Context: an optimization exercise on an open-source flow, tuned for small area, a short achievable clock period and few clock cycles per item. The choices shown serve that exercise and are no tape-out recipe.
Function was checked by simulation only, so behaviour that the tests miss may differ from the original.

==> flow/design.v (outline; a module is shown in full before it is edited, if it fits) <==
// module md_datapath: 127 lines
// module md_bk36: 238 lines
// module md_mul16: 1459 lines
// module mult_div_unit: 125 lines
module mult_div_unit (
  input  logic        clk,
  input  logic        reset,
  input  logic        md_start,
  input  logic [3:0]  md_op,
  input  logic [31:0] md_rs_data,
  input  logic [31:0] md_rt_data,
  output logic        md_busy,
  output logic [31:0] md_hi,
  output logic [31:0] md_lo
);
  // ...
==> flow/flow/run.sh <==
#!/bin/bash
# Layout flow: the standard flow (standard.sh) in three parts.
#  1. The standard synthesis, unchanged, up to its netlist 1_2_yosys.v.
#  2. flow/invpush.py rewrites that netlist: it picks the polarity of each
#     sky130_fd_sc_hd__fa_1 full adder (a full adder with all inputs
#     complemented gives both outputs complemented) so that fewer
#     inverters are needed around the adders, and rebuilds the inverters.
#     Registers and every other cell are kept as they are; the original
#     netlist is kept as 1_2_yosys.orig.v here.
#  3. The rest of the standard flow from that netlist, with two changes:
#     - the buffers that global placement puts on every input and output
#       port are sky130_fd_sc_hd__buf_2 cells instead of the cell
#       buffer_ports picks by itself (clkdlybuf4s50_1, a slow delay buffer
#       twice the size);
#     - repair_timing (after CTS and after global routing) is asked for a
#       setup margin of 118.5 ns, so that it works on the paths that set
#       the achieved period (150 ns less the setup slack) instead of
#       stopping as soon as the 150 ns clock is met. The SDC is unchanged.
# make's full output goes to flow_make_*.log and invpush's to
# flow_invpush.log here; ORFS keeps each step's tool log under orfs/logs/.
set -euo pipefail
RES="$PWD/orfs/results/sky130hd/mult_div_unit/base"
bash standard.sh "$RES/1_2_yosys.v" > flow_make_1.log 2>&1
cp "$RES/1_2_yosys.v" 1_2_yosys.orig.v
python3 flow/invpush.py 1_2_yosys.orig.v "$RES/1_2_yosys.v" > flow_invpush.log 2>&1
bash standard.sh synth floorplan > flow_make_2.log 2>&1
export BUFFER_PORTS_ARGS="-buffer_cell sky130_fd_sc_hd__buf_2"
export SETUP_SLACK_MARGIN=118.5
bash standard.sh finish > flow_make_3.log 2>&1
==> flow/flow/invpush.py <==
#!/usr/bin/env python3
"""Removes inverters around full adders in a mapped Yosys netlist.

A full adder is self-dual: FA(~a, ~b, ~c) = (~cout, ~sum). Yosys's
extract_fa often picks the inverted form of an adder, which leaves
inverters between sky130_fd_sc_hd__fa_1 cells that ABC cannot remove (the
adders are already cells when ABC runs). This script chooses, for every
fa_1 cell, whether to use it as it is or flipped (all inputs and both
outputs complemented), so that as few inverters as possible are needed,
and rebuilds the inverters the chosen polarities need. Every net that
keeps its name keeps its value, and registers are not touched.

Usage: invpush.py IN.v OUT.v
"""
import random
import re
import sys

src = open(sys.argv[1]).read()
inst_re = re.compile(r'^[ \t]*(sky130_fd_sc_hd__\w+)\s+(\\\S+\s|\S+)\s*\((.*?)\);[ \t]*\n', re.S | re.M)
pin_re = re.compile(r'\.(\w+)\(([^()]*)\)')
OUTP = {'Y', 'X', 'SUM', 'COUT', 'Q', 'Q_N', 'HI', 'LO'}
CONST = {"1'h0": "1'h1", "1'h1": "1'h0", "1'b0": "1'b1", "1'b1": "1'b0"}

cells = {}
order = []
for m in inst_re.finditer(src):
    typ, name, body = m.group(1), m.group(2).strip(), m.group(3)
    cells[name] = (typ, {p: n.strip() for p, n in pin_re.findall(body)})
    order.append(name)

out_ports = set()
for m in re.finditer(r'^\s*output\s+(?:\[[^\]]*\]\s*)?(\S+)\s*;', src, re.M):
    out_ports.add(m.group(1))

def is_out_port(net):
    return net.split('[')[0].strip() in out_ports or net in out_ports

def is_inv(typ):
    return typ.startswith('sky130_fd_sc_hd__inv_')

drv = {}
for name, (typ, pins) in cells.items():
    for p, n in pins.items():
        if p in OUTP:
            drv[n] = name

# logical signals: root net and parity of every net
root, par = {}, {}
def resolve(n):
    if n in root:
        return root[n], par[n]
    d = drv.get(n)
    if d is not None and is_inv(cells[d][0]):
        r, q = resolve(cells[d][1]['A'])
        root[n], par[n] = r, q ^ 1
    else:
        root[n], par[n] = n, 0
    return root[n], par[n]

sys.setrecursionlimit(100000)
loads = {}     # root -> list of (cell, pin, parity)
for name, (typ, pins) in cells.items():
    if is_inv(typ):
        continue
    for p, n in pins.items():
        if p in OUTP:
            continue
        r, q = resolve(n)
        loads.setdefault(r, []).append((name, p, q))
classes = {}   # root -> {parity: [net names]}
for n in list(root):
    classes.setdefault(root[n], {0: [], 1: []})[par[n]].append(n)
for name, (typ, pins) in cells.items():
    for p, n in pins.items():
        r, q = resolve(n)
        classes.setdefault(r, {0: [], 1: []})
        if n not in classes[r][q]:
            classes[r][q].append(n)

fas = [n for n in order if cells[n][0] == 'sky130_fd_sc_hd__fa_1']
flip = {f: 0 for f in fas}
fa_in = {f: [resolve(cells[f][1][p])[0] for p in ('A', 'B', 'CIN')] for f in fas}
fa_out = {f: [cells[f][1][p] for p in ('COUT', 'SUM')] for f in fas}
drv_fa = {}
for f in fas:
    for z in fa_out[f]:
        drv_fa[z] = f
port_req = {}  # root -> set of parities needed by output ports
for r, cl in classes.items():
    for q in (0, 1):
        for n in cl[q]:
            if is_out_port(n):
                port_req.setdefault(r, set()).add(q)

def sig_cost(r):
    if r in CONST:
        return 0
    a = flip[drv_fa[r]] if r in drv_fa else 0
    need = set(port_req.get(r, ()))
    for (c, p, q) in loads.get(r, []):
        need.add(q ^ flip.get(c, 0) if c in flip else q)
    return 1 if (need - {a}) else 0

def local_sigs(f):
    return set(fa_in[f]) | set(fa_out[f])

def total():
    return sum(sig_cost(r) for r in loads.keys() | set(drv_fa))

before = sum(1 for t, _ in cells.values() if is_inv(t))
cur = total()
pass
best, best_flip = cur, dict(flip)
rng = random.Random(1)
steps = 400 * len(fas)
for k in range(steps):
    temp = 0.6 * (1 - k / steps) + 0.02
    f = fas[rng.randrange(len(fas))]
    sigs = local_sigs(f)
    c0 = sum(sig_cost(r) for r in sigs)
    flip[f] ^= 1
    c1 = sum(sig_cost(r) for r in sigs)
    d = c1 - c0
    if d <= 0 or rng.random() < pow(2.718, -d / temp):
        cur += d
        if cur < best:
            best, best_flip = cur, dict(flip)
    else:
        flip[f] ^= 1
flip = best_flip
pass

# rebuild: every signal gets a net for each parity it needs
cnt = [0]
def fresh(prefix):
    cnt[0] += 1
    return f'_{prefix}{cnt[0]}_'
netname = {}
def net_of(r, q):
    if r in CONST:
        return r if q == 0 else CONST[r]
    key = (r, q)
    if key not in netname:
        names = classes.get(r, {0: [], 1: []})[q]
        ports = [n for n in names if is_out_port(n)]
        if ports:
            netname[key] = ports[0]
        elif q == 0:
            netname[key] = r
        elif names:
            netname[key] = names[0]
        else:
            netname[key] = fresh('ipn')
    return netname[key]

new_cells = {}
new_order = []
needed = {}    # root -> set of parities needed
for name in order:
    typ, pins = cells[name]
    if is_inv(typ):
        continue
    np = {}
    for p, n in pins.items():
        if p in OUTP:
            np[p] = n
            continue
        r, q = resolve(n)
        if name in flip and flip[name]:
            q ^= 1
        np[p] = net_of(r, q)
        needed.setdefault(r, set()).add(q)
    new_cells[name] = (typ, np)
    new_order.append(name)
for r, qs in port_req.items():
    needed.setdefault(r, set()).update(qs)
# drivers: flipped adders drive the complement of their root signal
for f in fas:
    if flip[f]:
        typ, np = new_cells[f]
        for p in ('COUT', 'SUM'):
            np[p] = net_of(np[p], 1)
avail = {}
for name in new_order:
    typ, np = new_cells[name]
    for p, n in np.items():
        if p in OUTP:
            if name in flip and flip[name]:
                # n is net_of(root, 1)
                r = [k[0] for k, v in netname.items() if v == n and k[1] == 1][0]
                avail[r] = 1
            else:
                avail[n] = 0
for r, qs in needed.items():
    if r in CONST:
        continue
    a = avail.get(r, 0)
    for q in qs:
        if q != a:
            i = fresh('ipc')
            new_cells[i] = ('sky130_fd_sc_hd__inv_1', {'A': net_of(r, a), 'Y': net_of(r, q)})
            new_order.append(i)
after = sum(1 for t, _ in new_cells.values() if is_inv(t))

declared = set(re.findall(r'^\s*(?:wire|input|output|inout)\s+(?:\[[^\]]*\]\s*)?(\S+)\s*;', src, re.M))
used = {n for _, np in new_cells.values() for n in np.values()}
newwires = sorted(n for n in used if n.startswith('_ipn') and n not in declared)

ms = list(inst_re.finditer(src))
head, tail = src[:ms[0].start()], src[ms[-1].end():]
def q(n):
    return n + ' ' if n.startswith('\\') else n
out = [head]
for w in newwires:
    out.append(f'  wire {w};\n')
for name in new_order:
    typ, np = new_cells[name]
    conn = ',\n'.join(f'    .{p}({q(v)})' for p, v in np.items())
    out.append(f'  {typ} {q(name)} (\n{conn}\n  );\n')
out.append(tail)
open(sys.argv[2], 'w').write(''.join(out))
print(f'invpush: {len(fas)} adders, {sum(flip.values())} flipped; inverters {before} -> {after}',
      file=sys.stderr)
==> flow/standard.sh <==
#!/bin/bash
# synth_recipe.tcl (not shown) runs the flow's synth.tcl, then flattens the netlist and writes it again
# the make line also repeats each setting of config.mk as NAME=value (left out here)
make -C /OpenROAD-flow-scripts/flow DESIGN_CONFIG=/design/flow/config.mk WORK_HOME=/design/flow/orfs CLKGATE_MAP_FILE= SYNTH_SCRIPT=/design/flow/synth_recipe.tcl "${@:-finish}"
==> flow/config.mk <==
export PLATFORM = sky130hd
export DESIGN_NAME = mult_div_unit
export DESIGN_NICKNAME = mult_div_unit
export VERILOG_FILES = /design/flow/design.v
export SDC_FILE = /design/flow/constraint.sdc
export NUM_CORES = 4
export LEC_CHECK = 0
export ABC_AREA = 1
export CAP_MARGIN = 20
export CORE_MARGIN = 2
export CORE_UTILIZATION = 40
export SLEW_MARGIN = 20
==> flow/constraint.sdc <==
create_clock -name core_clock -period 150.0 [get_ports {clk}]
set_input_delay 30.0000 -clock core_clock [delete_from_list [all_inputs] [get_ports {clk}]]
set_output_delay 30.0000 -clock core_clock [all_outputs]
set_load 0.01 [all_outputs]
==> results.py, run 1 <==
metrics = {
    "drt": {
        "totalWireLength_mm": 145,
        "drtIter0Drc": 4927,
        "wl_met3_mm": 19.8,
        "met1_length_mm": 58.0,
        "post_drt_wl_per_cell_um": 27.4,
    },
    "place": {
        "dpl_worst_slack_ns": 117.48,
        "dpl-instance-area_um2": 33300,
    },
    "critical_path": {
        "crit_path_start": "busy_q",
        "cp_max_fo": 31,
        "path_depth": 2,
        "required_ns": 120.00,
        "timing.rr.start": "a_q[20]",
        "rrSetupSlack_ns": 124.57,
    },
    "job": {
        "drv_cap": 0,
    },
    "layout": {
        "post-route-util_pct": 43.6,
        "num-fill-cells": 8023,
        "drive_gt1_share_pct": 8.30,
        "multi_input_area_share_pct": 74.6,
        "seq_cells": 145,
        "multiInputGateArea_um2": 25300,
        "fin_nets": 4840,
        "num-multi-input-gates": 3291,
        "clock_area_share_pct": 1.57,
        "seq_share_pct": 9.71,
    },
    "floorplanning": {
        "ios": 136,
    },
    "timing": {
        "worstMarginPinSlew_ns": 1.05,
        "period_share_pct": 20.9,
        "setup_violations": 0,
        "holdWs_ns": 0.588,
    },
    "synthesis": {
        "yosys_warnings": 2,
        "synthCells": 4227,
        "syn_area_um2": 31500,
    },
    "run_status": {
        "outcome": "complete, no violations",
    },
    "global_route": {
        "grt_pass1_wl_mm": 208,
        "grt_use_met1_pct": 49.6,
        "grt_usage_pct": 35.0,
    },
    "hold_path": {
        "hp-class": "reg -> reg",
    },
    "clocking": {
        "clk_pin_slew_worst_paths_ns": 0.07,
        "clk_path_buf_depth": 2,
        "cts.sink_count": 145,
    },
}
Testbench counts, summed over its fixed seeds: cycles 8,810, ops 3,200.
==> module md_datapath, before the edit <==
module md_datapath (
  input  logic        first_i,    
  input  logic        sgn_i,      
  input  logic        sub_i,      
  input  logic        mac_i,      
  input  logic        j_i,        
  input  logic        sa_q_i,     
  input  logic        sb_q_i,     
  input  logic [35:0] a_i,        
  input  logic [35:0] b_i,        
  input  logic [31:0] hi_i,
  input  logic [31:0] lo_i,
  output logic [35:0] m_a_o,      
  output logic [31:0] m_lo_o,     
  output logic [31:0] m_hi_o,     
  output logic        m_early_o,  
  output logic        d_sa_o,
  output logic        d_sb_o,
  output logic        d_bz_o,     
  output logic [3:0]  d_m_o,      
  output logic [35:0] d_a_o,      
  output logic [35:0] d_b_o,      
  output logic [2:0]  d_q_o       
);
  logic [15:0] chunk;
  logic        ext;
  logic [31:0] mop;
  logic [35:0] ph_in;
  logic [15:0] feed;
  logic [51:0] msum;
  logic        small_a, small_b, early, swap;
  always_comb begin
    small_a = (a_i[31:16] == 16'h0) || (sgn_i && a_i[31:16] == 16'hffff);
    small_b = (b_i[31:16] == 16'h0) || (sgn_i && b_i[31:16] == 16'hffff);
    early   = first_i && !mac_i && (small_a || small_b);
    swap    = first_i && !mac_i && !small_a && small_b;
    chunk = swap ? b_i[15:0] : (first_i ? a_i[15:0] : lo_i[15:0]);
    ext   = early ? (sgn_i && (swap ? b_i[31] : a_i[31]))
                  : (sgn_i && j_i && chunk[15]);
    mop   = swap ? a_i[31:0] : b_i[31:0];
    ph_in = first_i ? (mac_i ? {4'b0, lo_i} : 36'd0) : a_i;
    feed  = !mac_i ? 16'd0 : (j_i ? hi_i[31:16] : hi_i[15:0]);
  end
  md_mul16 u_mul (
    .chunk (chunk),
    .ext   (ext),
    .sub   (sub_i),
    .m     ({sgn_i & mop[31], mop}),
    .ph    (ph_in),
    .feed  (feed),
    .sum   (msum)
  );
  assign m_a_o     = msum[51:16];
  assign m_lo_o    = early ? msum[31:0]
                           : {msum[15:0], first_i ? a_i[31:16] : lo_i[31:16]};
  assign m_hi_o    = early ? {{12{msum[51]}}, msum[51:32]} : msum[47:16];
  assign m_early_o = early;
  logic        sa, sb, na, nb, addm;
  logic [31:0] av, bv;
  logic [5:0]  bits_a, bits_b;
  logic [6:0]  s;
  logic [3:0]  m, mm;
  logic [35:0] bx, d0, r0, r1, r2, r3, c1, c2, c3;
  logic        q1, q2, q3;
  function automatic logic [5:0] bitlen(input logic [31:0] v);
    bitlen = 6'd0;
    for (int i = 0; i < 32; i++) if (v[i]) bitlen = 6'(i + 1);
  endfunction
  function automatic logic [3:0] ncyc(input logic [6:0] sv);
    if (sv[6]) ncyc = 4'd1;
    else begin
      case (sv[5:0])
        6'd0, 6'd1, 6'd2:    ncyc = 4'd1;
        6'd3, 6'd4, 6'd5:    ncyc = 4'd2;
        6'd6, 6'd7, 6'd8:    ncyc = 4'd3;
        6'd9, 6'd10, 6'd11:  ncyc = 4'd4;
        6'd12, 6'd13, 6'd14: ncyc = 4'd5;
        6'd15, 6'd16, 6'd17: ncyc = 4'd6;
        6'd18, 6'd19, 6'd20: ncyc = 4'd7;
        6'd21, 6'd22, 6'd23: ncyc = 4'd8;
        6'd24, 6'd25, 6'd26: ncyc = 4'd9;
        6'd27, 6'd28, 6'd29: ncyc = 4'd10;
        6'd30, 6'd31, 6'd32: ncyc = 4'd11;
        default:             ncyc = 4'd12;
      endcase
    end
  endfunction
  always_comb begin
    na = sgn_i & a_i[31];
    nb = sgn_i & b_i[31];
    sa = first_i ? na : sa_q_i;
    sb = first_i ? nb : sb_q_i;
    addm = sa ^ sb;
    av = na ? ~a_i[31:0] : a_i[31:0];
    bv = nb ? ~b_i[31:0] : b_i[31:0];
    bits_a = bitlen(av) + {5'd0, na};
    bits_b = bitlen(bv);
    s  = {1'b0, bits_a} - {1'b0, bits_b} + 7'd1;
    m  = ncyc(s);
    bx = {{2{nb}}, b_i[31:0], 2'b00};
    mm = m - 4'd1;
    d0 = bx;
    if (mm[0]) d0 = d0 << 3;
    if (mm[1]) d0 = d0 << 6;
    if (mm[2]) d0 = d0 << 12;
    if (mm[3]) d0 = d0 << 24;
    if (!addm) d0 = ~d0;
    if (!first_i) d0 = b_i;
    r0 = first_i ? {{4{na}}, a_i[31:0]} : a_i;
    d_sa_o = sa;
    d_sb_o = sb;
    d_bz_o = (b_i[31:0] == 32'd0);
    d_m_o  = m;
    d_b_o  = 36'($signed(d0) >>> 3);
  end
  md_bk36 u_s1 (.a(r0), .b(b_i), .ci(!addm), .s(c1));
  assign q1 = !first_i && (sa ? (c1[35] || c1 == 36'd0) : !c1[35]);
  assign r1 = q1 ? c1 : r0;
  md_bk36 u_s2 (.a(r1), .b(36'($signed(d0) >>> 1)), .ci(!addm), .s(c2));
  assign q2 = sa ? (c2[35] || c2 == 36'd0) : !c2[35];
  assign r2 = q2 ? c2 : r1;
  md_bk36 u_s3 (.a(r2), .b(36'($signed(d0) >>> 2)), .ci(!addm), .s(c3));
  assign q3 = sa ? (c3[35] || c3 == 36'd0) : !c3[35];
  assign r3 = q3 ? c3 : r2;
  assign d_a_o = r3;
  assign d_q_o = {q1, q2, q3};
endmodule
==> module mult_div_unit, before the edit <==
module mult_div_unit (
  input  logic        clk,
  input  logic        reset,
  input  logic        md_start,
  input  logic [3:0]  md_op,
  input  logic [31:0] md_rs_data,
  input  logic [31:0] md_rt_data,
  output logic        md_busy,
  output logic [31:0] md_hi,
  output logic [31:0] md_lo
);
  logic        busy_q, first_q;
  logic [3:0]  op_q;
  logic [3:0]  cnt_q;
  logic        sa_q, sb_q;
  logic [35:0] a_q, b_q;
  logic [31:0] hi_q, lo_q;
  logic        is_start;
  logic        sgn, sub, mac, isdiv, last;
  logic [35:0] m_a, d_a, d_b;
  logic [31:0] m_lo, m_hi;
  logic        m_early;
  logic        d_sa, d_sb, d_bz;
  logic [3:0]  d_m;
  logic [2:0]  d_q;
  logic [31:0] q_full, q_neg;
  logic [29:0] q_zc;                
  logic        negq;
  always_comb begin
    is_start = (md_op == MULT) || (md_op == MULTU) ||
               (md_op == DIV)  || (md_op == DIVU);
    is_start = is_start ||
               (md_op == MADD) || (md_op == MADDU) ||
               (md_op == MSUB) || (md_op == MSUBU);
    sgn   = (op_q == MULT) || (op_q == DIV) || (op_q == MADD) || (op_q == MSUB);
    sub   = (op_q == MSUB) || (op_q == MSUBU);
    mac   = (op_q == MADD) || (op_q == MADDU) || sub;
    isdiv = (op_q == DIV) || (op_q == DIVU);
  end
  md_datapath u_dp (
    .first_i (first_q),
    .sgn_i   (sgn),
    .sub_i   (sub),
    .mac_i   (mac),
    .j_i     (cnt_q[0]),
    .sa_q_i  (sa_q),
    .sb_q_i  (sb_q),
    .a_i     (a_q),
    .b_i     (b_q),
    .hi_i    (hi_q),
    .lo_i    (lo_q),
    .m_a_o   (m_a),
    .m_lo_o  (m_lo),
    .m_hi_o  (m_hi),
    .m_early_o (m_early),
    .d_sa_o  (d_sa),
    .d_sb_o  (d_sb),
    .d_bz_o  (d_bz),
    .d_m_o   (d_m),
    .d_a_o   (d_a),
    .d_b_o   (d_b),
    .d_q_o   (d_q)
  );
  always_comb begin
    if (isdiv) last = first_q ? (d_bz || d_m == 4'd1) : (cnt_q == 4'd1);
    else       last = cnt_q[0] || m_early;
    q_full = {(first_q ? 29'd0 : lo_q[28:0]), d_q};
    negq   = d_sa ^ d_sb;
    q_neg[2:0]  = 3'(-d_q);
    q_zc[0] = 1'b1;
    for (int i = 0; i < 29; i++) begin
      q_neg[i+3] = ~q_full[i+3] ^ (q_zc[i] && d_q == 3'd0);
      q_zc[i+1]  = q_zc[i] & ~q_full[i+3];
    end
  end
  always_ff @(posedge clk) begin
    if (reset) begin
      busy_q <= 1'b0;
      hi_q   <= '0;
      lo_q   <= '0;
    end else if (!busy_q) begin
      busy_q <= md_start && is_start;
      if (!md_start && md_op == MTHI) hi_q <= md_rs_data;
      if (!md_start && md_op == MTLO) lo_q <= md_rs_data;
    end else if (isdiv) begin
      if (last) busy_q <= 1'b0;
      if (!d_bz || !first_q) begin
        lo_q <= (last && negq) ? q_neg : q_full;
        if (last) hi_q <= d_a[31:0];
      end
    end else begin
      if (last) begin
        busy_q <= 1'b0;
        hi_q   <= m_hi;
      end
      lo_q <= m_lo;
    end
  end
  always_ff @(posedge clk) begin
    if (!busy_q) begin
      op_q    <= md_op;
      a_q     <= {4'b0, md_rs_data};
      b_q     <= {4'b0, md_rt_data};
      first_q <= 1'b1;
      cnt_q   <= '0;
    end else begin
      first_q <= 1'b0;
      if (isdiv) begin
        a_q   <= d_a;
        b_q   <= d_b;
        cnt_q <= first_q ? d_m - 4'd1 : cnt_q - 4'd1;
        if (first_q) begin
          sa_q <= d_sa;
          sb_q <= d_sb;
        end
      end else begin
        a_q   <= m_a;
        cnt_q <= cnt_q + 4'd1;
      end
    end
  end
  assign md_busy = busy_q;
  assign md_hi   = hi_q;
  assign md_lo   = lo_q;
endmodule
==> run 2, diff against run 1 <==
--- a/flow/design.v
+++ b/flow/design.v
@@ -30,71 +30,74 @@
 module md_datapath (
   input  logic        first_i,    
   input  logic        sgn_i,      
   input  logic        sub_i,      
   input  logic        mac_i,      
   input  logic        j_i,        
   input  logic        sa_q_i,     
   input  logic        sb_q_i,     
-  input  logic [35:0] a_i,        
+  input  logic [33:0] a_i,        
   input  logic [35:0] b_i,        
   input  logic [31:0] hi_i,
   input  logic [31:0] lo_i,
-  output logic [35:0] m_a_o,      
+  output logic [33:0] m_a_o,      
   output logic [31:0] m_lo_o,     
   output logic [31:0] m_hi_o,     
   output logic        m_early_o,  
   output logic        d_sa_o,
   output logic        d_sb_o,
   output logic        d_bz_o,     
   output logic [3:0]  d_m_o,      
-  output logic [35:0] d_a_o,      
+  output logic [33:0] d_a_o,      
   output logic [35:0] d_b_o,      
   output logic [2:0]  d_q_o       
 );
   logic [15:0] chunk;
   logic        ext;
   logic [31:0] mop;
-  logic [35:0] ph_in;
+  logic [33:0] ph_in;
   logic [15:0] feed;
-  logic [51:0] msum;
+  logic [49:0] msum;
   logic        small_a, small_b, early, swap;
   always_comb begin
     small_a = (a_i[31:16] == 16'h0) || (sgn_i && a_i[31:16] == 16'hffff);
     small_b = (b_i[31:16] == 16'h0) || (sgn_i && b_i[31:16] == 16'hffff);
-    early   = first_i && !mac_i && (small_a || small_b);
-    swap    = first_i && !mac_i && !small_a && small_b;
+    early   = first_i && (small_a || small_b) &&
+              (!mac_i || hi_i[31:16] == 16'h0 || hi_i[31:16] == 16'hffff);
+    swap    = early && !small_a;
     chunk = swap ? b_i[15:0] : (first_i ? a_i[15:0] : lo_i[15:0]);
     ext   = early ? (sgn_i && (swap ? b_i[31] : a_i[31]))
                   : (sgn_i && j_i && chunk[15]);
     mop   = swap ? a_i[31:0] : b_i[31:0];
-    ph_in = first_i ? (mac_i ? {4'b0, lo_i} : 36'd0) : a_i;
+    ph_in = first_i ? (mac_i ? {2'b0, lo_i} : 34'd0) : a_i;
     feed  = !mac_i ? 16'd0 : (j_i ? hi_i[31:16] : hi_i[15:0]);
   end
   md_mul16 u_mul (
     .chunk (chunk),
     .ext   (ext),
     .sub   (sub_i),
     .m     ({sgn_i & mop[31], mop}),
     .ph    (ph_in),
     .feed  (feed),
+    .fs    (early && mac_i && hi_i[31]),
     .sum   (msum)
   );
-  assign m_a_o     = msum[51:16];
+  assign m_a_o     = msum[49:16];
   assign m_lo_o    = early ? msum[31:0]
                            : {msum[15:0], first_i ? a_i[31:16] : lo_i[31:16]};
-  assign m_hi_o    = early ? {{12{msum[51]}}, msum[51:32]} : msum[47:16];
+  assign m_hi_o    = early ? {{14{msum[49]}}, msum[49:32]} : msum[47:16];
   assign m_early_o = early;
   logic        sa, sb, na, nb, addm;
   logic [31:0] av, bv;
   logic [5:0]  bits_a, bits_b;
   logic [6:0]  s;
   logic [3:0]  m, mm;
   logic [35:0] bx, d0, r0, r1, r2, r3, c1, c2, c3;
+  logic [32:0] r1s, r2s, r3s;    
   logic        q1, q2, q3;
   function automatic logic [5:0] bitlen(input logic [31:0] v);
     bitlen = 6'd0;
     for (int i = 0; i < 32; i++) if (v[i]) bitlen = 6'(i + 1);
   endfunction
   function automatic logic [3:0] ncyc(input logic [6:0] sv);
     if (sv[6]) ncyc = 4'd1;
     else begin
@@ -130,33 +133,36 @@
     mm = m - 4'd1;
     d0 = bx;
     if (mm[0]) d0 = d0 << 3;
     if (mm[1]) d0 = d0 << 6;
     if (mm[2]) d0 = d0 << 12;
     if (mm[3]) d0 = d0 << 24;
     if (!addm) d0 = ~d0;
     if (!first_i) d0 = b_i;
-    r0 = first_i ? {{4{na}}, a_i[31:0]} : a_i;
+    r0 = first_i ? {{4{na}}, a_i[31:0]} : {{2{a_i[33]}}, a_i};
     d_sa_o = sa;
     d_sb_o = sb;
     d_bz_o = (b_i[31:0] == 32'd0);
     d_m_o  = m;
     d_b_o  = 36'($signed(d0) >>> 3);
   end
   md_bk36 u_s1 (.a(r0), .b(b_i), .ci(!addm), .s(c1));
   assign q1 = !first_i && (sa ? (c1[35] || c1 == 36'd0) : !c1[35]);
-  assign r1 = q1 ? c1 : r0;
+  assign r1 = {{3{r1s[32]}}, r1s};
+  assign r1s = q1 ? c1[32:0] : r0[32:0];
   md_bk36 u_s2 (.a(r1), .b(36'($signed(d0) >>> 1)), .ci(!addm), .s(c2));
   assign q2 = sa ? (c2[35] || c2 == 36'd0) : !c2[35];
-  assign r2 = q2 ? c2 : r1;
+  assign r2 = {{3{r2s[32]}}, r2s};
+  assign r2s = q2 ? c2[32:0] : r1[32:0];
   md_bk36 u_s3 (.a(r2), .b(36'($signed(d0) >>> 2)), .ci(!addm), .s(c3));
   assign q3 = sa ? (c3[35] || c3 == 36'd0) : !c3[35];
-  assign r3 = q3 ? c3 : r2;
-  assign d_a_o = r3;
+  assign r3 = {{3{r3s[32]}}, r3s};
+  assign r3s = q3 ? c3[32:0] : r2[32:0];
+  assign d_a_o = r3[33:0];
   assign d_q_o = {q1, q2, q3};
 endmodule
 module md_bk36 (
   input  logic [35:0] a,
   input  logic [35:0] b,
   input  logic        ci,
   output logic [35:0] s
 );
@@ -392,43 +398,44 @@
   assign s[34] = p[34] ^ gn47;
   assign s[35] = p[35] ^ gn64;
 endmodule
 module md_mul16 (
   input  logic [15:0] chunk,
   input  logic        ext,
   input  logic        sub,
   input  logic [32:0] m,
-  input  logic [35:0] ph,
+  input  logic [33:0] ph,
   input  logic [15:0] feed,
-  output logic [51:0] sum
+  input  logic        fs,
+  output logic [49:0] sum
 );
   logic [17:0] cx;
   logic [34:0] ms;
   logic [8:0]  one, two, neg;
   logic [34:0] r0;
   logic [34:0] r1;
   logic [34:0] r2;
   logic [34:0] r3;
   logic [34:0] r4;
   logic [34:0] r5;
   logic [34:0] r6;
   logic [34:0] r7;
   logic [34:0] r8;
-  logic [51:0] xa, xb;
+  logic [49:0] xa, xb;
   logic nr1;
   logic nr2;
   logic nr3;
   logic nr4;
   logic nr5;
   logic nr6;
   logic nr7;
   logic nr8;
-  logic nr9;
-  logic nph10;
+  logic nph9;
+  logic nfs10;
   logic s11;
   logic c12;
   logic s13;
   logic c14;
   logic s15;
   logic c16;
   logic s17;
   logic c18;
@@ -1063,18 +1070,18 @@
   logic s647;
   logic c648;
   logic s649;
   logic c650;
   logic s651;
   logic c652;
   logic s653;
   logic c654;
-  logic rc655;
-  logic rc656;
+  logic s655;
+  logic c656;
   logic rc657;
   logic rc658;
   logic rc659;
   logic rc660;
   logic rc661;
   logic rc662;
   logic rc663;
   logic rc664;
@@ -1467,18 +1474,18 @@
   assign r8[27] = ((one[8] & ms[27]) | (two[8] & ms[26])) ^ neg[8];
   assign r8[28] = ((one[8] & ms[28]) | (two[8] & ms[27])) ^ neg[8];
   assign r8[29] = ((one[8] & ms[29]) | (two[8] & ms[28])) ^ neg[8];
   assign r8[30] = ((one[8] & ms[30]) | (two[8] & ms[29])) ^ neg[8];
   assign r8[31] = ((one[8] & ms[31]) | (two[8] & ms[30])) ^ neg[8];
   assign r8[32] = ((one[8] & ms[32]) | (two[8] & ms[31])) ^ neg[8];
   assign r8[33] = ((one[8] & ms[33]) | (two[8] & ms[32])) ^ neg[8];
   assign r8[34] = ((one[8] & ms[34]) | (two[8] & ms[33])) ^ neg[8];
-  assign nr9 = ~r8[34];
-  assign nph10 = ~ph[35];
+  assign nph9 = ~ph[33];
+  assign nfs10 = ~fs;
   assign {c12, s11} = r0[14] + r1[12];
   assign {c14, s13} = r0[15] + r1[13];
   assign {c16, s15} = r0[16] + r1[14] + r2[12];
   assign {c18, s17} = r3[10] + r4[8];
   assign {c20, s19} = r0[17] + r1[15] + r2[13];
   assign {c22, s21} = r3[11] + r4[9];
   assign {c24, s23} = r0[18] + r1[16] + r2[14];
   assign {c26, s25} = r3[12] + r4[10];
@@ -1507,21 +1514,21 @@
   assign {c72, s71} = r0[30] + r1[28] + r2[26];
   assign {c74, s73} = r3[24] + r4[22];
   assign {c76, s75} = r0[31] + r1[29] + r2[27];
   assign {c78, s77} = r3[25] + r4[23];
   assign {c80, s79} = r0[32] + r1[30] + r2[28];
   assign {c82, s81} = r3[26] + r4[24] + r5[22];
   assign {c84, s83} = r0[33] + r1[31] + r2[29];
   assign {c86, s85} = r3[27] + r4[25] + r5[23];
-  assign {c88, s87} = nr1 + r1[32] + r2[30];
-  assign {c90, s89} = r3[28] + r4[26] + r5[24];
-  assign {c92, s91} = r6[22] + r7[20];
+  assign {c88, s87} = r6[21] + r7[19];
+  assign {c90, s89} = nr1 + r1[32] + r2[30];
+  assign {c92, s91} = r3[28] + r4[26] + r5[24];
   assign {c94, s93} = r1[33] + r2[31] + r3[29];
-  assign {c96, s95} = r4[27] + r5[25] + r6[23];
+  assign {c96, s95} = r4[27] + r5[25];
   assign {c98, s97} = nr2 + r2[32] + r3[30];
   assign {c100, s99} = r2[33] + r3[31];
   assign {c102, s101} = r0[8] + r1[6];
   assign {c104, s103} = r0[9] + r1[7];
   assign {c106, s105} = r0[10] + r1[8] + r2[6];
   assign {c108, s107} = r3[4] + r4[2];
   assign {c110, s109} = r0[11] + r1[9] + r2[7];
   assign {c112, s111} = r3[5] + r4[3];
@@ -1584,24 +1591,24 @@
   assign {c226, s225} = r7[16] + r8[14] + ph[30];
   assign {c228, s227} = c72 + c74 + s75;
   assign {c230, s229} = s77 + r5[21] + r6[19];
   assign {c232, s231} = r7[17] + r8[15] + ph[31];
   assign {c234, s233} = c76 + c78 + s79;
   assign {c236, s235} = s81 + r6[20] + r7[18];
   assign {c238, s237} = r8[16] + ph[32] + feed[0];
   assign {c240, s239} = c80 + c82 + s83;
-  assign {c242, s241} = s85 + r6[21] + r7[19];
-  assign {c244, s243} = r8[17] + ph[33] + feed[1];
-  assign {c246, s245} = c84 + c86 + s87;
-  assign {c248, s247} = s89 + s91 + r8[18];
-  assign {c250, s249} = ph[34] + feed[2] + 1'b1;
-  assign {c252, s251} = c88 + c90 + c92;
-  assign {c254, s253} = s93 + s95 + r7[21];
-  assign {c256, s255} = r8[19] + nph10 + feed[3];
+  assign {c242, s241} = s85 + s87 + r8[17];
+  assign {c244, s243} = nph9 + feed[1] + 1'b1;
+  assign {c246, s245} = c84 + c86 + c88;
+  assign {c248, s247} = s89 + s91 + r6[22];
+  assign {c250, s249} = r7[20] + r8[18] + feed[2];
+  assign {c252, s251} = c90 + c92 + s93;
+  assign {c254, s253} = s95 + r6[23] + r7[21];
+  assign {c256, s255} = r8[19] + feed[3] + 1'b1;
   assign {c258, s257} = c94 + c96 + s97;
   assign {c260, s259} = r4[28] + r5[26] + r6[24];
   assign {c262, s261} = r7[22] + r8[20] + feed[4];
   assign {c264, s263} = c98 + s99 + r4[29];
   assign {c266, s265} = r5[27] + r6[25] + r7[23];
   assign {c268, s267} = r8[21] + feed[5] + 1'b1;
   assign {c270, s269} = c100 + nr3 + r3[32];
   assign {c272, s271} = r4[30] + r5[28] + r6[26];
@@ -1694,167 +1701,166 @@
   assign {c446, s445} = c290 + s291 + r7[29];
   assign {c448, s447} = r8[27] + feed[11] + 1'b1;
   assign {c450, s449} = c292 + nr6 + r6[32];
   assign {c452, s451} = r7[30] + r8[28] + feed[12];
   assign {c454, s453} = r6[33] + r7[31] + r8[29];
   assign {c456, s455} = feed[13] + 1'b1;
   assign {c458, s457} = nr7 + r7[32] + r8[30];
   assign {c460, s459} = r7[33] + r8[31];
-  assign {c462, s461} = r0[2] + r1[0];
-  assign {c464, s463} = r0[3] + r1[1];
-  assign {c466, s465} = s293 + r2[0] + neg[2];
-  assign {c468, s467} = c294 + s295 + r2[1];
-  assign {c470, s469} = c296 + s297 + s299;
-  assign {c472, s471} = c298 + c300 + s301;
-  assign {c474, s473} = c302 + c304 + s305;
-  assign {c476, s475} = c306 + c308 + s309;
-  assign {c478, s477} = c310 + c312 + s313;
-  assign {c480, s479} = c314 + c316 + s317;
-  assign {c482, s481} = c318 + c320 + s321;
-  assign {c484, s483} = c322 + c324 + s325;
-  assign {c486, s485} = c326 + c328 + s329;
-  assign {c488, s487} = c330 + c332 + s333;
-  assign {c490, s489} = c334 + c336 + s337;
-  assign {c492, s491} = c338 + c340 + s341;
-  assign {c494, s493} = c342 + c344 + s345;
-  assign {c496, s495} = c346 + c348 + s349;
-  assign {c498, s497} = c350 + c352 + s353;
-  assign {c500, s499} = c354 + c356 + s357;
-  assign {c502, s501} = c358 + c360 + s361;
-  assign {c504, s503} = c362 + c364 + s365;
-  assign {c506, s505} = c366 + c368 + s369;
-  assign {c508, s507} = c370 + c372 + s373;
-  assign {c510, s509} = c374 + c376 + s377;
-  assign {c512, s511} = c378 + c380 + s381;
-  assign {c514, s513} = c382 + c384 + s385;
-  assign {c516, s515} = c386 + c388 + s389;
-  assign {c518, s517} = c390 + c392 + s393;
-  assign {c520, s519} = c394 + c396 + s397;
-  assign {c522, s521} = c398 + c400 + s401;
-  assign {c524, s523} = c402 + c404 + s405;
-  assign {c526, s525} = c406 + c408 + s409;
-  assign {c528, s527} = c410 + c412 + s413;
-  assign {c530, s529} = c414 + c416 + s417;
-  assign {c532, s531} = c418 + c420 + s421;
-  assign {c534, s533} = c422 + c424 + s425;
-  assign {c536, s535} = c426 + c428 + s429;
-  assign {c538, s537} = c430 + c432 + s433;
-  assign {c540, s539} = c434 + c436 + s437;
-  assign {c542, s541} = c438 + c440 + s441;
-  assign {c544, s543} = c442 + c444 + s445;
-  assign {c546, s545} = c446 + c448 + s449;
-  assign {c548, s547} = c450 + c452 + s453;
-  assign {c550, s549} = c454 + c456 + s457;
-  assign {c552, s551} = c458 + s459 + feed[15];
-  assign {c554, s553} = c460 + nr8;
-  assign {c556, s555} = r0[0] + neg[0];
-  assign {c558, s557} = r0[1] + ph[1];
-  assign {c560, s559} = s461 + neg[1] + ph[2];
-  assign {c562, s561} = c462 + s463 + ph[3];
-  assign {c564, s563} = c464 + s465 + ph[4];
-  assign {c566, s565} = c466 + s467 + ph[5];
-  assign {c568, s567} = c468 + s469 + ph[6];
-  assign {c570, s569} = c470 + s471 + s303;
-  assign {c572, s571} = c472 + s473 + s307;
-  assign {c574, s573} = c474 + s475 + s311;
-  assign {c576, s575} = c476 + s477 + s315;
-  assign {c578, s577} = c478 + s479 + s319;
-  assign {c580, s579} = c480 + s481 + s323;
-  assign {c582, s581} = c482 + s483 + s327;
-  assign {c584, s583} = c484 + s485 + s331;
-  assign {c586, s585} = c486 + s487 + s335;
-  assign {c588, s587} = c488 + s489 + s339;
-  assign {c590, s589} = c490 + s491 + s343;
-  assign {c592, s591} = c492 + s493 + s347;
-  assign {c594, s593} = c494 + s495 + s351;
-  assign {c596, s595} = c496 + s497 + s355;
-  assign {c598, s597} = c498 + s499 + s359;
-  assign {c600, s599} = c500 + s501 + s363;
-  assign {c602, s601} = c502 + s503 + s367;
-  assign {c604, s603} = c504 + s505 + s371;
-  assign {c606, s605} = c506 + s507 + s375;
-  assign {c608, s607} = c508 + s509 + s379;
-  assign {c610, s609} = c510 + s511 + s383;
-  assign {c612, s611} = c512 + s513 + s387;
-  assign {c614, s613} = c514 + s515 + s391;
-  assign {c616, s615} = c516 + s517 + s395;
-  assign {c618, s617} = c518 + s519 + s399;
-  assign {c620, s619} = c520 + s521 + s403;
-  assign {c622, s621} = c522 + s523 + s407;
-  assign {c624, s623} = c524 + s525 + s411;
-  assign {c626, s625} = c526 + s527 + s415;
-  assign {c628, s627} = c528 + s529 + s419;
-  assign {c630, s629} = c530 + s531 + s423;
-  assign {c632, s631} = c532 + s533 + s427;
-  assign {c634, s633} = c534 + s535 + s431;
-  assign {c636, s635} = c536 + s537 + s435;
-  assign {c638, s637} = c538 + s539 + s439;
-  assign {c640, s639} = c540 + s541 + s443;
-  assign {c642, s641} = c542 + s543 + s447;
-  assign {c644, s643} = c544 + s545 + s451;
-  assign {c646, s645} = c546 + s547 + s455;
-  assign {c648, s647} = c548 + s549 + feed[14];
-  assign {c650, s649} = c550 + s551 + 1'b1;
-  assign {c652, s651} = c552 + s553 + r8[32];
-  assign {c654, s653} = c554 + r8[33] + 1'b1;
-  assign xa = {1'b1, c654, c652, c650, c648, c646, c644, c642, c640, c638, c636, c634, c632, c630, c628, c626, c624, c622, c620, c618, c616, c614, c612, c610, c608, c606, c604, c602, c600, c598, c596, c594, c592, c590, c588, c586, c584, c582, c580, c578, c576, c574, c572, c570, c568, c566, c564, c562, c560, c558, c556, s555};
-  assign xb = {1'b0, nr9, s653, s651, s649, s647, s645, s643, s641, s639, s637, s635, s633, s631, s629, s627, s625, s623, s621, s619, s617, s615, s613, s611, s609, s607, s605, s603, s601, s599, s597, s595, s593, s591, s589, s587, s585, s583, s581, s579, s577, s575, s573, s571, s569, s567, s565, s563, s561, s559, s557, ph[0]};
-  assign {rc655, sum[0]} = xa[0] + xb[0] + 1'b0;
-  assign {rc656, sum[1]} = xa[1] + xb[1] + rc655;
-  assign {rc657, sum[2]} = xa[2] + xb[2] + rc656;
-  assign {rc658, sum[3]} = xa[3] + xb[3] + rc657;
-  assign {rc659, sum[4]} = xa[4] + xb[4] + rc658;
-  assign {rc660, sum[5]} = xa[5] + xb[5] + rc659;
-  assign {rc661, sum[6]} = xa[6] + xb[6] + rc660;
-  assign {rc662, sum[7]} = xa[7] + xb[7] + rc661;
-  assign {rc663, sum[8]} = xa[8] + xb[8] + rc662;
-  assign {rc664, sum[9]} = xa[9] + xb[9] + rc663;
-  assign {rc665, sum[10]} = xa[10] + xb[10] + rc664;
-  assign {rc666, sum[11]} = xa[11] + xb[11] + rc665;
-  assign {rc667, sum[12]} = xa[12] + xb[12] + rc666;
-  assign {rc668, sum[13]} = xa[13] + xb[13] + rc667;
-  assign {rc669, sum[14]} = xa[14] + xb[14] + rc668;
-  assign {rc670, sum[15]} = xa[15] + xb[15] + rc669;
-  assign {rc671, sum[16]} = xa[16] + xb[16] + rc670;
-  assign {rc672, sum[17]} = xa[17] + xb[17] + rc671;
-  assign {rc673, sum[18]} = xa[18] + xb[18] + rc672;
-  assign {rc674, sum[19]} = xa[19] + xb[19] + rc673;
-  assign {rc675, sum[20]} = xa[20] + xb[20] + rc674;
-  assign {rc676, sum[21]} = xa[21] + xb[21] + rc675;
-  assign {rc677, sum[22]} = xa[22] + xb[22] + rc676;
-  assign {rc678, sum[23]} = xa[23] + xb[23] + rc677;
-  assign {rc679, sum[24]} = xa[24] + xb[24] + rc678;
-  assign {rc680, sum[25]} = xa[25] + xb[25] + rc679;
-  assign {rc681, sum[26]} = xa[26] + xb[26] + rc680;
-  assign {rc682, sum[27]} = xa[27] + xb[27] + rc681;
-  assign {rc683, sum[28]} = xa[28] + xb[28] + rc682;
-  assign {rc684, sum[29]} = xa[29] + xb[29] + rc683;
-  assign {rc685, sum[30]} = xa[30] + xb[30] + rc684;
-  assign {rc686, sum[31]} = xa[31] + xb[31] + rc685;
-  assign {rc687, sum[32]} = xa[32] + xb[32] + rc686;
-  assign {rc688, sum[33]} = xa[33] + xb[33] + rc687;
-  assign {rc689, sum[34]} = xa[34] + xb[34] + rc688;
-  assign {rc690, sum[35]} = xa[35] + xb[35] + rc689;
-  assign {rc691, sum[36]} = xa[36] + xb[36] + rc690;
-  assign {rc692, sum[37]} = xa[37] + xb[37] + rc691;
-  assign {rc693, sum[38]} = xa[38] + xb[38] + rc692;
-  assign {rc694, sum[39]} = xa[39] + xb[39] + rc693;
-  assign {rc695, sum[40]} = xa[40] + xb[40] + rc694;
-  assign {rc696, sum[41]} = xa[41] + xb[41] + rc695;
-  assign {rc697, sum[42]} = xa[42] + xb[42] + rc696;
-  assign {rc698, sum[43]} = xa[43] + xb[43] + rc697;
-  assign {rc699, sum[44]} = xa[44] + xb[44] + rc698;
-  assign {rc700, sum[45]} = xa[45] + xb[45] + rc699;
-  assign {rc701, sum[46]} = xa[46] + xb[46] + rc700;
-  assign {rc702, sum[47]} = xa[47] + xb[47] + rc701;
-  assign {rc703, sum[48]} = xa[48] + xb[48] + rc702;
-  assign {rc704, sum[49]} = xa[49] + xb[49] + rc703;
-  assign {rc705, sum[50]} = xa[50] + xb[50] + rc704;
-  assign {rc706, sum[51]} = xa[51] + xb[51] + rc705;
+  assign {c462, s461} = nr8 + r8[32];
+  assign {c464, s463} = r0[2] + r1[0];
+  assign {c466, s465} = r0[3] + r1[1];
+  assign {c468, s467} = s293 + r2[0] + neg[2];
+  assign {c470, s469} = c294 + s295 + r2[1];
+  assign {c472, s471} = c296 + s297 + s299;
+  assign {c474, s473} = c298 + c300 + s301;
+  assign {c476, s475} = c302 + c304 + s305;
+  assign {c478, s477} = c306 + c308 + s309;
+  assign {c480, s479} = c310 + c312 + s313;
+  assign {c482, s481} = c314 + c316 + s317;
+  assign {c484, s483} = c318 + c320 + s321;
+  assign {c486, s485} = c322 + c324 + s325;
+  assign {c488, s487} = c326 + c328 + s329;
+  assign {c490, s489} = c330 + c332 + s333;
+  assign {c492, s491} = c334 + c336 + s337;
+  assign {c494, s493} = c338 + c340 + s341;
+  assign {c496, s495} = c342 + c344 + s345;
+  assign {c498, s497} = c346 + c348 + s349;
+  assign {c500, s499} = c350 + c352 + s353;
+  assign {c502, s501} = c354 + c356 + s357;
+  assign {c504, s503} = c358 + c360 + s361;
+  assign {c506, s505} = c362 + c364 + s365;
+  assign {c508, s507} = c366 + c368 + s369;
+  assign {c510, s509} = c370 + c372 + s373;
+  assign {c512, s511} = c374 + c376 + s377;
+  assign {c514, s513} = c378 + c380 + s381;
+  assign {c516, s515} = c382 + c384 + s385;
+  assign {c518, s517} = c386 + c388 + s389;
+  assign {c520, s519} = c390 + c392 + s393;
+  assign {c522, s521} = c394 + c396 + s397;
+  assign {c524, s523} = c398 + c400 + s401;
+  assign {c526, s525} = c402 + c404 + s405;
+  assign {c528, s527} = c406 + c408 + s409;
+  assign {c530, s529} = c410 + c412 + s413;
+  assign {c532, s531} = c414 + c416 + s417;
+  assign {c534, s533} = c418 + c420 + s421;
+  assign {c536, s535} = c422 + c424 + s425;
+  assign {c538, s537} = c426 + c428 + s429;
+  assign {c540, s539} = c430 + c432 + s433;
+  assign {c542, s541} = c434 + c436 + s437;
+  assign {c544, s543} = c438 + c440 + s441;
+  assign {c546, s545} = c442 + c444 + s445;
+  assign {c548, s547} = c446 + c448 + s449;
+  assign {c550, s549} = c450 + c452 + s453;
+  assign {c552, s551} = c454 + c456 + s457;
+  assign {c554, s553} = c458 + s459 + feed[15];
+  assign {c556, s555} = c460 + s461 + nfs10;
+  assign {c558, s557} = r0[0] + neg[0];
+  assign {c560, s559} = r0[1] + ph[1];
+  assign {c562, s561} = s463 + neg[1] + ph[2];
+  assign {c564, s563} = c464 + s465 + ph[3];
+  assign {c566, s565} = c466 + s467 + ph[4];
+  assign {c568, s567} = c468 + s469 + ph[5];
+  assign {c570, s569} = c470 + s471 + ph[6];
+  assign {c572, s571} = c472 + s473 + s303;
+  assign {c574, s573} = c474 + s475 + s307;
+  assign {c576, s575} = c476 + s477 + s311;
+  assign {c578, s577} = c478 + s479 + s315;
+  assign {c580, s579} = c480 + s481 + s319;
+  assign {c582, s581} = c482 + s483 + s323;
+  assign {c584, s583} = c484 + s485 + s327;
+  assign {c586, s585} = c486 + s487 + s331;
+  assign {c588, s587} = c488 + s489 + s335;
+  assign {c590, s589} = c490 + s491 + s339;
+  assign {c592, s591} = c492 + s493 + s343;
+  assign {c594, s593} = c494 + s495 + s347;
+  assign {c596, s595} = c496 + s497 + s351;
+  assign {c598, s597} = c498 + s499 + s355;
+  assign {c600, s599} = c500 + s501 + s359;
+  assign {c602, s601} = c502 + s503 + s363;
+  assign {c604, s603} = c504 + s505 + s367;
+  assign {c606, s605} = c506 + s507 + s371;
+  assign {c608, s607} = c508 + s509 + s375;
+  assign {c610, s609} = c510 + s511 + s379;
+  assign {c612, s611} = c512 + s513 + s383;
+  assign {c614, s613} = c514 + s515 + s387;
+  assign {c616, s615} = c516 + s517 + s391;
+  assign {c618, s617} = c518 + s519 + s395;
+  assign {c620, s619} = c520 + s521 + s399;
+  assign {c622, s621} = c522 + s523 + s403;
+  assign {c624, s623} = c524 + s525 + s407;
+  assign {c626, s625} = c526 + s527 + s411;
+  assign {c628, s627} = c528 + s529 + s415;
+  assign {c630, s629} = c530 + s531 + s419;
+  assign {c632, s631} = c532 + s533 + s423;
+  assign {c634, s633} = c534 + s535 + s427;
+  assign {c636, s635} = c536 + s537 + s431;
+  assign {c638, s637} = c538 + s539 + s435;
+  assign {c640, s639} = c540 + s541 + s439;
+  assign {c642, s641} = c542 + s543 + s443;
+  assign {c644, s643} = c544 + s545 + s447;
+  assign {c646, s645} = c546 + s547 + s451;
+  assign {c648, s647} = c548 + s549 + s455;
+  assign {c650, s649} = c550 + s551 + feed[14];
+  assign {c652, s651} = c552 + s553 + 1'b1;
+  assign {c654, s653} = c554 + s555 + 1'b1;
+  assign {c656, s655} = c556 + c462 + r8[33];
+  assign xa = {c654, c652, c650, c648, c646, c644, c642, c640, c638, c636, c634, c632, c630, c628, c626, c624, c622, c620, c618, c616, c614, c612, c610, c608, c606, c604, c602, c600, c598, c596, c594, c592, c590, c588, c586, c584, c582, c580, c578, c576, c574, c572, c570, c568, c566, c564, c562, c560, c558, s557};
+  assign xb = {s655, s653, s651, s649, s647, s645, s643, s641, s639, s637, s635, s633, s631, s629, s627, s625, s623, s621, s619, s617, s615, s613, s611, s609, s607, s605, s603, s601, s599, s597, s595, s593, s591, s589, s587, s585, s583, s581, s579, s577, s575, s573, s571, s569, s567, s565, s563, s561, s559, ph[0]};
+  assign {rc657, sum[0]} = xa[0] + xb[0] + 1'b0;
+  assign {rc658, sum[1]} = xa[1] + xb[1] + rc657;
+  assign {rc659, sum[2]} = xa[2] + xb[2] + rc658;
+  assign {rc660, sum[3]} = xa[3] + xb[3] + rc659;
+  assign {rc661, sum[4]} = xa[4] + xb[4] + rc660;
+  assign {rc662, sum[5]} = xa[5] + xb[5] + rc661;
+  assign {rc663, sum[6]} = xa[6] + xb[6] + rc662;
+  assign {rc664, sum[7]} = xa[7] + xb[7] + rc663;
+  assign {rc665, sum[8]} = xa[8] + xb[8] + rc664;
+  assign {rc666, sum[9]} = xa[9] + xb[9] + rc665;
+  assign {rc667, sum[10]} = xa[10] + xb[10] + rc666;
+  assign {rc668, sum[11]} = xa[11] + xb[11] + rc667;
+  assign {rc669, sum[12]} = xa[12] + xb[12] + rc668;
+  assign {rc670, sum[13]} = xa[13] + xb[13] + rc669;
+  assign {rc671, sum[14]} = xa[14] + xb[14] + rc670;
+  assign {rc672, sum[15]} = xa[15] + xb[15] + rc671;
+  assign {rc673, sum[16]} = xa[16] + xb[16] + rc672;
+  assign {rc674, sum[17]} = xa[17] + xb[17] + rc673;
+  assign {rc675, sum[18]} = xa[18] + xb[18] + rc674;
+  assign {rc676, sum[19]} = xa[19] + xb[19] + rc675;
+  assign {rc677, sum[20]} = xa[20] + xb[20] + rc676;
+  assign {rc678, sum[21]} = xa[21] + xb[21] + rc677;
+  assign {rc679, sum[22]} = xa[22] + xb[22] + rc678;
+  assign {rc680, sum[23]} = xa[23] + xb[23] + rc679;
+  assign {rc681, sum[24]} = xa[24] + xb[24] + rc680;
+  assign {rc682, sum[25]} = xa[25] + xb[25] + rc681;
+  assign {rc683, sum[26]} = xa[26] + xb[26] + rc682;
+  assign {rc684, sum[27]} = xa[27] + xb[27] + rc683;
+  assign {rc685, sum[28]} = xa[28] + xb[28] + rc684;
+  assign {rc686, sum[29]} = xa[29] + xb[29] + rc685;
+  assign {rc687, sum[30]} = xa[30] + xb[30] + rc686;
+  assign {rc688, sum[31]} = xa[31] + xb[31] + rc687;
+  assign {rc689, sum[32]} = xa[32] + xb[32] + rc688;
+  assign {rc690, sum[33]} = xa[33] + xb[33] + rc689;
+  assign {rc691, sum[34]} = xa[34] + xb[34] + rc690;
+  assign {rc692, sum[35]} = xa[35] + xb[35] + rc691;
+  assign {rc693, sum[36]} = xa[36] + xb[36] + rc692;
+  assign {rc694, sum[37]} = xa[37] + xb[37] + rc693;
+  assign {rc695, sum[38]} = xa[38] + xb[38] + rc694;
+  assign {rc696, sum[39]} = xa[39] + xb[39] + rc695;
+  assign {rc697, sum[40]} = xa[40] + xb[40] + rc696;
+  assign {rc698, sum[41]} = xa[41] + xb[41] + rc697;
+  assign {rc699, sum[42]} = xa[42] + xb[42] + rc698;
+  assign {rc700, sum[43]} = xa[43] + xb[43] + rc699;
+  assign {rc701, sum[44]} = xa[44] + xb[44] + rc700;
+  assign {rc702, sum[45]} = xa[45] + xb[45] + rc701;
+  assign {rc703, sum[46]} = xa[46] + xb[46] + rc702;
+  assign {rc704, sum[47]} = xa[47] + xb[47] + rc703;
+  assign {rc705, sum[48]} = xa[48] + xb[48] + rc704;
+  assign {rc706, sum[49]} = xa[49] + xb[49] + rc705;
 endmodule
 import mult_div_unit_pkg::*;
 module mult_div_unit (
   input  logic        clk,
   input  logic        reset,
   input  logic        md_start,
   input  logic [3:0]  md_op,
   input  logic [31:0] md_rs_data,
@@ -1862,21 +1868,23 @@
   output logic        md_busy,
   output logic [31:0] md_hi,
   output logic [31:0] md_lo
 );
   logic        busy_q, first_q;
   logic [3:0]  op_q;
   logic [3:0]  cnt_q;
   logic        sa_q, sb_q;
-  logic [35:0] a_q, b_q;
+  logic [33:0] a_q;
+  logic [35:0] b_q;
   logic [31:0] hi_q, lo_q;
   logic        is_start;
   logic        sgn, sub, mac, isdiv, last;
-  logic [35:0] m_a, d_a, d_b;
+  logic [33:0] m_a, d_a;
+  logic [35:0] d_b;
   logic [31:0] m_lo, m_hi;
   logic        m_early;
   logic        d_sa, d_sb, d_bz;
   logic [3:0]  d_m;
   logic [2:0]  d_q;
   logic [31:0] q_full, q_neg;
   logic [29:0] q_zc;                
   logic        negq;
@@ -1948,17 +1956,17 @@
         hi_q   <= m_hi;
       end
       lo_q <= m_lo;
     end
   end
   always_ff @(posedge clk) begin
     if (!busy_q) begin
       op_q    <= md_op;
-      a_q     <= {4'b0, md_rs_data};
+      a_q     <= {2'b0, md_rs_data};
       b_q     <= {4'b0, md_rt_data};
       first_q <= 1'b1;
       cnt_q   <= '0;
     end else begin
       first_q <= 1'b0;
       if (isdiv) begin
         a_q   <= d_a;
         b_q   <= d_b;
==> run 2 against run 1 <==
Net effect:
- highest routed layer unchanged
- routed wire length fell by 2.0%
- critical path depth down 1
- global-route usage grew 0.70 points
- clock skew down 0.0054 ns
- still clean
- core utilization grew 0.16 points
==> results.py, run 2 <==
metrics = {
    "run_status": {
        "outcome": "complete, no violations",
    },
    "global_route": {
        "grt_pass1_vias": 29700,
        "grt_max_degree": 75,
        "grt_pass1_wl_mm": 206,
        "antenna_found_initial": 7,
        "grt-ovfl-total": 0,
        "grt_usage_pct": 35.7,
    },
    "layout": {
        "post-route-util_pct": 43.7,
        "largest_reg_flops": 34,
        "final_common_cell": "nand2_1",
        "final_area_um2": 33300,
        "syn2layout_area_growth_pct": 7.89,
        "regMostFlops": "a_q",
        "layoutNonFillerInstCount": 5100,
        "layout_top_registers": "a_q: 34 flops, b_q: 33 flops",
        "fin_nets": 4667,
        "drive_gt1_share_pct": 8.92,
        "final_cell_mix": "nand2_1, inv_1, xor2_1, fa_1, o21ai_0",
    },
    "drt": {
        "first_pass_iters": 6,
        "highest_layer": "met5",
        "via_count": 31400,
        "wl_met3_mm": 16.2,
        "drtIter0Drc": 4617,
        "post_drt_wl_per_cell_um": 27.8,
        "via_per_inst": 6.16,
        "met2_length_mm": 60.9,
        "totalWireLength_mm": 142,
        "post-route-drc-count": 0,
        "met1_length_mm": 55.3,
        "antenna_left": 0,
    },
    "synthesis": {
        "mappedNetlistNets": 4657,
        "avgSynthCellArea_um2": 7.62,
        "synthCells": 4047,
        "syn_area_um2": 30800,
        "yosys_warnings": 2,
    },
    "hold_path": {
        "hp-class": "reg -> reg",
        "hp-start": "hi_q[25]",
    },
    "timing": {
        "worstMarginPinSlew_ns": 1.17,
        "fin_tns_setup_ns": 0,
        "slew_headroom_pct": 21.5,
        "max_freq_mhz": 31.9,
        "period_minus_slack_ns": 31.34,
        "setup_violations": 0,
        "holdWs_ns": 0.622,
        "rsz0062_at_grt": "false",
        "slew_violations": 0,
        "clock_skew_ns": 0.0153,
        "fin_ws_ns": 118.66,
        "period_share_pct": 20.9,
        "finalHoldViolCount": 0,
    },
    "critical_path": {
        "crit_path_start": "lo_q[0]",
        "timing.rr.start": "a_q[31]",
        "timing_worst_setup_path_type": "reg -> out",
        "cp_data_arrival_time_ns": 1.34,
        "required_ns": 120.00,
        "crit_chain": "buf_2",
        "cp-start-kind": "flop",
        "endpoint_kind": "primary output",
        "path_buf_inv": 1,
        "slowest_delay_ns": 0.65,
        "critPathSlowestCell": "dfxtp_1",
        "cp_max_fo": 4,
        "crit_family": "flip-flops",
    },
    "clocking": {
        "cts.sink_count": 143,
        "insertion_delay_ns": 0.47,
        "h-tree-depth": 4,
        "clk_path_buf_depth": 2,
        "clk_pin_slew_worst_paths_ns": 0.06,
        "cts_buffers": 17,
        "cts_tree": "built",
        "root_buffer": "clkbuf_16",
        "holdBufCountCts": 0,
    },
    "place": {
        "dpl_worst_slack_ns": 117.80,
        "io_buffer_count": 135,
        "dp_cells": 5064,
        "gp_congestion": 1.05,
        "place_hpwl_mm": 111,
        "dpl-instance-area_um2": 32700,
    },
    "floorplanning": {
        "die_area_um2": 79300,
        "core_um2": 76100,
        "ios": 136,
        "die_h_um": 282,
        "fp.dieW_um": 282,
        "rows": 101,
        "start_util_pct": 40.5,
    },
    "job": {
        "drv_cap": 0,
    },
}
run 2: changes by cell type in the layout (fill, tap and decap cells not counted), sizes merged, moves of 16 or more:
cell	delta
a211oi	-16
a31oi	+16
nor2	+20
nand3	-41
a41oi	+18
clkinv	-29
o21a	-17
o2111ai	+35
a21oi	-40
or2	+21
nand2	-117
inv	-43
run 2: worst paths after layout:
path / to / slack [ns] / cells past startpoint
setup / recovery: md_lo[0] / 118.66 / 1
hold / removal: hi_q[25] / 0.62 / 2
setup reg to reg: hi_q[27] / 123.91 / 79
hold reg to reg: hi_q[25] / 0.62 / 2
run 2: layout make-up:
cell class                      count  area (um2)
Fill cell                        7872       42800
Multi-Input combinational cell   3182       24900
Antenna cell                        1        2.50
Clock buffer                       20         438
Timing Repair Buffer              254        1570
Timing Repair inverter              1        7.51
Clock inverter                     11         129
Sequential cell                   143        3250
Tap cell                         1030        1290
Inverter                          458        1730
run 2: layer usage:
layer / GRT usage [%] / vias up
met5: 0 / -
met4: 19.8 / 2
met3: 7.81 / 445
met2: 53.7 / 2075
met1: 47.4 / 15200
li1: - / 13700
run 2: repair_timing:
item,CTS,global route
cloned,1,0
resized for setup,2,3
setup endpoints to repair,40,25
setup buffers,1,2
Testbench counts of run 2, summed over its fixed seeds: cycles 8,616, ops 3,200.

## what the ideal ports hide
Ports are ideal in the flow. The routed layouts listed here were re-timed in OpenROAD.
Step 1 assumes that a clkbuf_16 drives the clock port and a buf_2 every other input.
Step 2 moves the port delays by t, midway between the first and last clock arrival at a register: inputs arrive t later, outputs are due t later. That takes back most of the time a late clock gives input paths.
Slacks: ideal ports / drivers / drivers and shift; pairs: ideal ports / drivers.
run | t (ns) | slack for setup (ns) | clock arrival spread, ns | slew at the worst register clock pin (ns) | cell pins on the clock port's net
run 1 | 0.516 | 118.582 / 118.530 / 118.166 | 0.021 / 0.021 | 0.08 / 0.08 | 1
run 2 | 0.516 | 118.658 / 118.601 / 118.192 | 0.015 / 0.015 | 0.08 / 0.08 | 1
After both steps setup and hold are still met in every run listed. For run 2, which loses most, drivers alone change the setup slack by -0.057 ns; drivers and shift together by -0.466 ns.
